Context: an optimization exercise on an open-source flow, tuned for small area, a short achievable clock period and few clock cycles. The choices shown serve that exercise and are no tape-out recipe. No activity file was given, so power comes from the tool's default toggle rates.

==> flow/design.v <==
package dvl_pkg;
   localparam int DEFAULT_MAX_FRAMES = 4;
   localparam int HEADER_LEN = 6;
   localparam logic [7:0]  SYNC_BYTE_RST   = 8'h7f;
   localparam logic [7:0]  HEADER_BYTE_RST = 8'h7f;
   localparam logic [15:0] VEL_ID_RST      = 16'h0358;
   localparam logic [15:0] RANGE_ID_RST    = 16'h0458;
   localparam int CSR_IDX_W  = 3;
   localparam int CSR_DATA_W = 16;
   typedef enum logic [CSR_IDX_W-1:0] {
      CSR_SYNC_BYTE   = 3'd0,
      CSR_HEADER_BYTE = 3'd1,
      CSR_VEL_ID      = 3'd2,
      CSR_RANGE_ID    = 3'd3,
      CSR_COUNT_LO    = 3'd4,
      CSR_COUNT_HI    = 3'd5
   } csr_idx_type;
   typedef enum logic [3:0] {
      PH_SYNC    = 4'd0,
      PH_HEADER  = 4'd1,
      PH_SIZE_LO = 4'd2,
      PH_SIZE_HI = 4'd3,
      PH_SPARE   = 4'd4,
      PH_COUNT   = 4'd5,
      PH_OFFSETS = 4'd6,
      PH_WAIT    = 4'd7,
      PH_ID_LO   = 4'd8,
      PH_VEL_SB  = 4'd9,
      PH_VEL_FW  = 4'd10,
      PH_VEL_UP  = 4'd11,
      PH_RANGE   = 4'd12
   } phase_type;
   typedef struct packed {
      logic [7:0]  sync_byte;
      logic [7:0]  header_byte;
      logic [15:0] vel_id;
      logic [15:0] range_id;
   } cfg_type;
   typedef struct packed {
      logic signed [31:0] vel_starboard;
      logic signed [31:0] vel_forward;
      logic signed [31:0] vel_upward;
      logic signed [31:0] bottom_range;
      logic [31:0]        update_count;
   } result_type;
endpackage
module dvl_datagram_velocity_parser_top #(
   parameter int MAX_FRAMES = dvl_pkg::DEFAULT_MAX_FRAMES
) (
   input  logic                              clock,
   input  logic                              reset,
   input  logic                              req_valid,
   output logic                              req_stall,
   input  logic [7:0]                        req_rx_byte,
   output logic                              rsp_valid,
   input  logic                              rsp_stall,
   output logic signed [31:0]                rsp_vel_starboard,
   output logic signed [31:0]                rsp_vel_forward,
   output logic signed [31:0]                rsp_vel_upward,
   output logic signed [31:0]                rsp_bottom_range,
   output logic [31:0]                       rsp_update_count,
   input  logic                              csr_wr_en,
   input  logic [dvl_pkg::CSR_IDX_W-1:0]     csr_index,
   input  logic [dvl_pkg::CSR_DATA_W-1:0]    csr_wdata
);
   localparam int S_SYNC = 0;    
   localparam int S_HEAD = 1;    
   localparam int S_OFF  = 2;    
   localparam int S_WAIT = 3;    
   localparam int S_IDLO = 4;    
   localparam int S_VEL  = 5;    
   localparam int S_RNG  = 6;    
   logic [6:0]  ph;
   logic [15:0] pos;             
   logic [3:0]  sel;             
   logic [3:0]  lastsel;         
   logic        done;            
   logic [3:0]  vcnt;            
   logic [7:0]  off_lo [4];      
   logic [7:0]  off_hi [4];      
   logic [7:0]  vel_b [12];      
   logic [7:0]  rng_b [4];       
   logic [31:0] cnt_live;        
   logic [31:0] cnt_out;         
   logic        out_v;
   logic        stall;
   logic [7:0]  cfg_sync, cfg_hdr;
   logic [15:0] cfg_vel, cfg_rng;
   logic [7:0]  b;
   logic        acc, take, fin, out_v_n;
   logic        hit, is_vel, is_rng, off_last, cnt_bad, tbl_hi;
   logic [6:0]  ph_n, ph_next;
   logic [31:0] cnt_inc, cnt_n;
   logic [7:0]  b_rst;
   logic [7:0]  cur_lo, cur_hi;
   logic [3:0]  tbl_slot;
   assign b         = req_rx_byte;
   assign req_stall = stall;
   assign acc       = req_valid & ~stall;
   assign take      = out_v & ~rsp_stall;
   assign fin       = acc & ph[S_RNG] & (vcnt[1:0] == 2'd3);
   always_ff @(posedge clock) begin
      if (reset) begin
         cfg_sync <= dvl_pkg::SYNC_BYTE_RST;
         cfg_hdr  <= dvl_pkg::HEADER_BYTE_RST;
         cfg_vel  <= dvl_pkg::VEL_ID_RST;
         cfg_rng  <= dvl_pkg::RANGE_ID_RST;
      end else if (csr_wr_en) begin
         case (csr_index)
            3'd0: cfg_sync <= csr_wdata[7:0];
            3'd1: cfg_hdr  <= csr_wdata[7:0];
            3'd2: cfg_vel  <= csr_wdata;
            3'd3: cfg_rng  <= csr_wdata;
            default: ;
         endcase
      end
   end
   always_comb begin
      cur_lo = '0;
      cur_hi = '0;
      for (int s = 0; s < 4; s++) begin
         cur_lo = cur_lo | (off_lo[s] & {8{sel[s]}});
         cur_hi = cur_hi | (off_hi[s] & {8{sel[s]}});
      end
   end
   always_comb begin
      for (int s = 0; s < 4; s++) tbl_slot[s] = (pos[3:1] == 3'(s + 3));
   end
   assign tbl_hi = pos[0];
   assign hit      = (pos == {cur_hi, cur_lo});
   assign is_vel   = ({cur_lo, b} == cfg_vel);
   assign is_rng   = ({cur_lo, b} == cfg_rng);
   assign off_last = tbl_hi & |(tbl_slot & lastsel);
   assign cnt_bad  = (b == 8'd0) || (b > 8'(MAX_FRAMES));
   always_comb begin
      ph_n = '0;
      case (1'b1)
         ph[S_SYNC]: if (b == cfg_sync) ph_n[S_HEAD] = 1'b1; else ph_n[S_SYNC] = 1'b1;
         ph[S_HEAD]: begin
            if ((pos[2:0] == 3'd1 && b != cfg_hdr) || (pos[2:0] == 3'd5 && cnt_bad))
               ph_n[S_SYNC] = 1'b1;
            else if (pos[2:0] == 3'd5)
               ph_n[S_OFF] = 1'b1;
            else
               ph_n[S_HEAD] = 1'b1;
         end
         ph[S_OFF]:  if (off_last) ph_n[S_WAIT] = 1'b1; else ph_n[S_OFF] = 1'b1;
         ph[S_WAIT]: begin
            if (done)     ph_n[S_SYNC] = 1'b1;
            else if (hit) ph_n[S_IDLO] = 1'b1;
            else          ph_n[S_WAIT] = 1'b1;
         end
         ph[S_IDLO]: begin
            if (is_vel)      ph_n[S_VEL]  = 1'b1;
            else if (is_rng) ph_n[S_RNG]  = 1'b1;
            else             ph_n[S_WAIT] = 1'b1;
         end
         ph[S_VEL]:  if (vcnt == 4'd11) ph_n[S_WAIT] = 1'b1; else ph_n[S_VEL] = 1'b1;
         ph[S_RNG]:  if (vcnt[1:0] == 2'd3) ph_n[S_SYNC] = 1'b1; else ph_n[S_RNG] = 1'b1;
         default:    ph_n[S_SYNC] = 1'b1;
      endcase
   end
   assign ph_next = acc ? ph_n : ph;
   always_ff @(posedge clock) begin
      if (reset) ph <= 7'(1 << S_SYNC);
      else       ph <= ph_next;
   end
   always_ff @(posedge clock) begin
      if (acc) begin
         pos <= ph[S_SYNC] ? 16'd1 : pos + 16'd1;
         if (ph[S_HEAD]) begin
            sel     <= 4'b0001;
            done    <= 1'b0;
            for (int s = 0; s < 4; s++) lastsel[s] <= (b[2:0] == 3'(s + 1));
         end
         if (ph[S_IDLO]) begin
            sel  <= {sel[2:0], sel[3]};
            done <= |(sel & lastsel);
         end
         vcnt <= ph[S_IDLO] ? 4'd0 : vcnt + 4'd1;
      end
   end
   always_ff @(posedge clock) begin
      for (int s = 0; s < 4; s++) begin
         if (acc && ((ph[S_OFF] && tbl_slot[s] && !tbl_hi) || (ph[S_WAIT] && hit && sel[s])))
            off_lo[s] <= b;
         if (acc && ph[S_OFF] && tbl_slot[s] && tbl_hi)
            off_hi[s] <= b;
      end
   end
   assign b_rst = b & {8{~reset}};
   always_ff @(posedge clock) begin
      for (int k = 0; k < 12; k++) begin
         if (reset || (acc && ph[S_VEL] && vcnt == 4'(k))) vel_b[k] <= b_rst;
      end
      for (int k = 0; k < 4; k++) begin
         if (acc && ph[S_RNG] && vcnt[1:0] == 2'(k)) rng_b[k] <= b;
      end
   end
   assign cnt_inc = cnt_live + 32'd1;
   always_comb begin
      cnt_n = fin ? cnt_inc : cnt_live;
      if (csr_wr_en && csr_index == 3'd4) cnt_n[15:0]  = csr_wdata;
      if (csr_wr_en && csr_index == 3'd5) cnt_n[31:16] = csr_wdata;
   end
   always_ff @(posedge clock) begin
      if (reset) cnt_live <= '0;
      else       cnt_live <= cnt_n;
      if (fin) cnt_out <= cnt_inc;
   end
   assign out_v_n = fin | (out_v & ~take);
   always_ff @(posedge clock) begin
      if (reset) begin
         out_v <= 1'b0;
         stall <= 1'b0;
      end else begin
         out_v <= out_v_n;
         stall <= out_v_n & (ph_next[S_VEL] | ph_next[S_RNG]);
      end
   end
   assign rsp_valid         = out_v;
   assign rsp_vel_starboard = {vel_b[3], vel_b[2], vel_b[1], vel_b[0]};
   assign rsp_vel_forward   = {vel_b[7], vel_b[6], vel_b[5], vel_b[4]};
   assign rsp_vel_upward    = {vel_b[11], vel_b[10], vel_b[9], vel_b[8]};
   assign rsp_bottom_range  = {rng_b[3], rng_b[2], rng_b[1], rng_b[0]};
   assign rsp_update_count  = cnt_out;
endmodule
==> flow/config.mk <==
export PLATFORM = sky130hd
export DESIGN_NAME = dvl_datagram_velocity_parser_top
export DESIGN_NICKNAME = dvl_datagram_velocity_parser_top
export VERILOG_FILES = /design/flow/design.v
export SDC_FILE = /design/flow/constraint.sdc
export NUM_CORES = 4
export LEC_CHECK = 0
export CAP_MARGIN = 20
export CORE_MARGIN = 2
export CORE_UTILIZATION = 40
export SETUP_SLACK_MARGIN = 3.0
export SLEW_MARGIN = 20
==> flow/constraint.sdc <==
create_clock -name core_clock -period 4.5 [get_ports {clock}]
set_input_delay 0.9000 -clock core_clock [delete_from_list [all_inputs] [get_ports {clock}]]
set_output_delay 0.9000 -clock core_clock [all_outputs]
set_load 0.01 [all_outputs]
run.sh (not shown) runs the stock make flow with config.mk's settings and CLKGATE_MAP_FILE= SYNTH_SCRIPT=/design/flow/synth_recipe.tcl, a recipe that flattens the netlist after the stock synthesis.
The first run produced a clean layout.
Then changed:
--- a/flow/config.mk
+++ b/flow/config.mk
@@ -11 +11 @@
-export SETUP_SLACK_MARGIN = 3.0
+export SETUP_SLACK_MARGIN = 2.5
The new run finished clean.
Clock skew stays flat.
Worst setup slack improved by 0.073 ns.
Die area stays the same.
Wire length drops by 6.4%.
Power came out higher by 1.3%.
No functional check of the RTL was part of any run of this note.

[re-timing with driven ports]
The flow's constraints put no driver on any port. The routed layouts listed below were extracted and timed again, unchanged, in two steps. Step 1 sets driving cells, clkbuf_16 on the clock port and buf_2 on the other inputs (assumed; they add their load-dependent delay and slew). Step 2, shift: input delay + t, output delay - t, t = (earliest + latest rising clock arrival at the registers) / 2. This alone moves slack from input paths to output paths. a / b / c = ideal / step 1 / step 2; a / b = the first two.
| run | shift t [ns] | slack for setup (ns) | hold WS [ns] | worst setup path after step 2 | latest minus earliest clock arrival (ns) |
|---|---|---|---|---|---|
| the first run | 0.579 | 1.831 / 1.831 / 1.831 | 0.467 / 0.467 / 0.467 | register to register | 0.018 / 0.017 |
| the second run | 0.573 | 1.903 / 1.903 / 1.849 | 0.465 / 0.465 / 0.465 | input to register | 0.013 / 0.013 |
After both steps setup and hold are still met in every run listed. For the second run, which loses most, drivers alone change the setup slack by 0.000 ns; drivers and shift together by -0.054 ns.
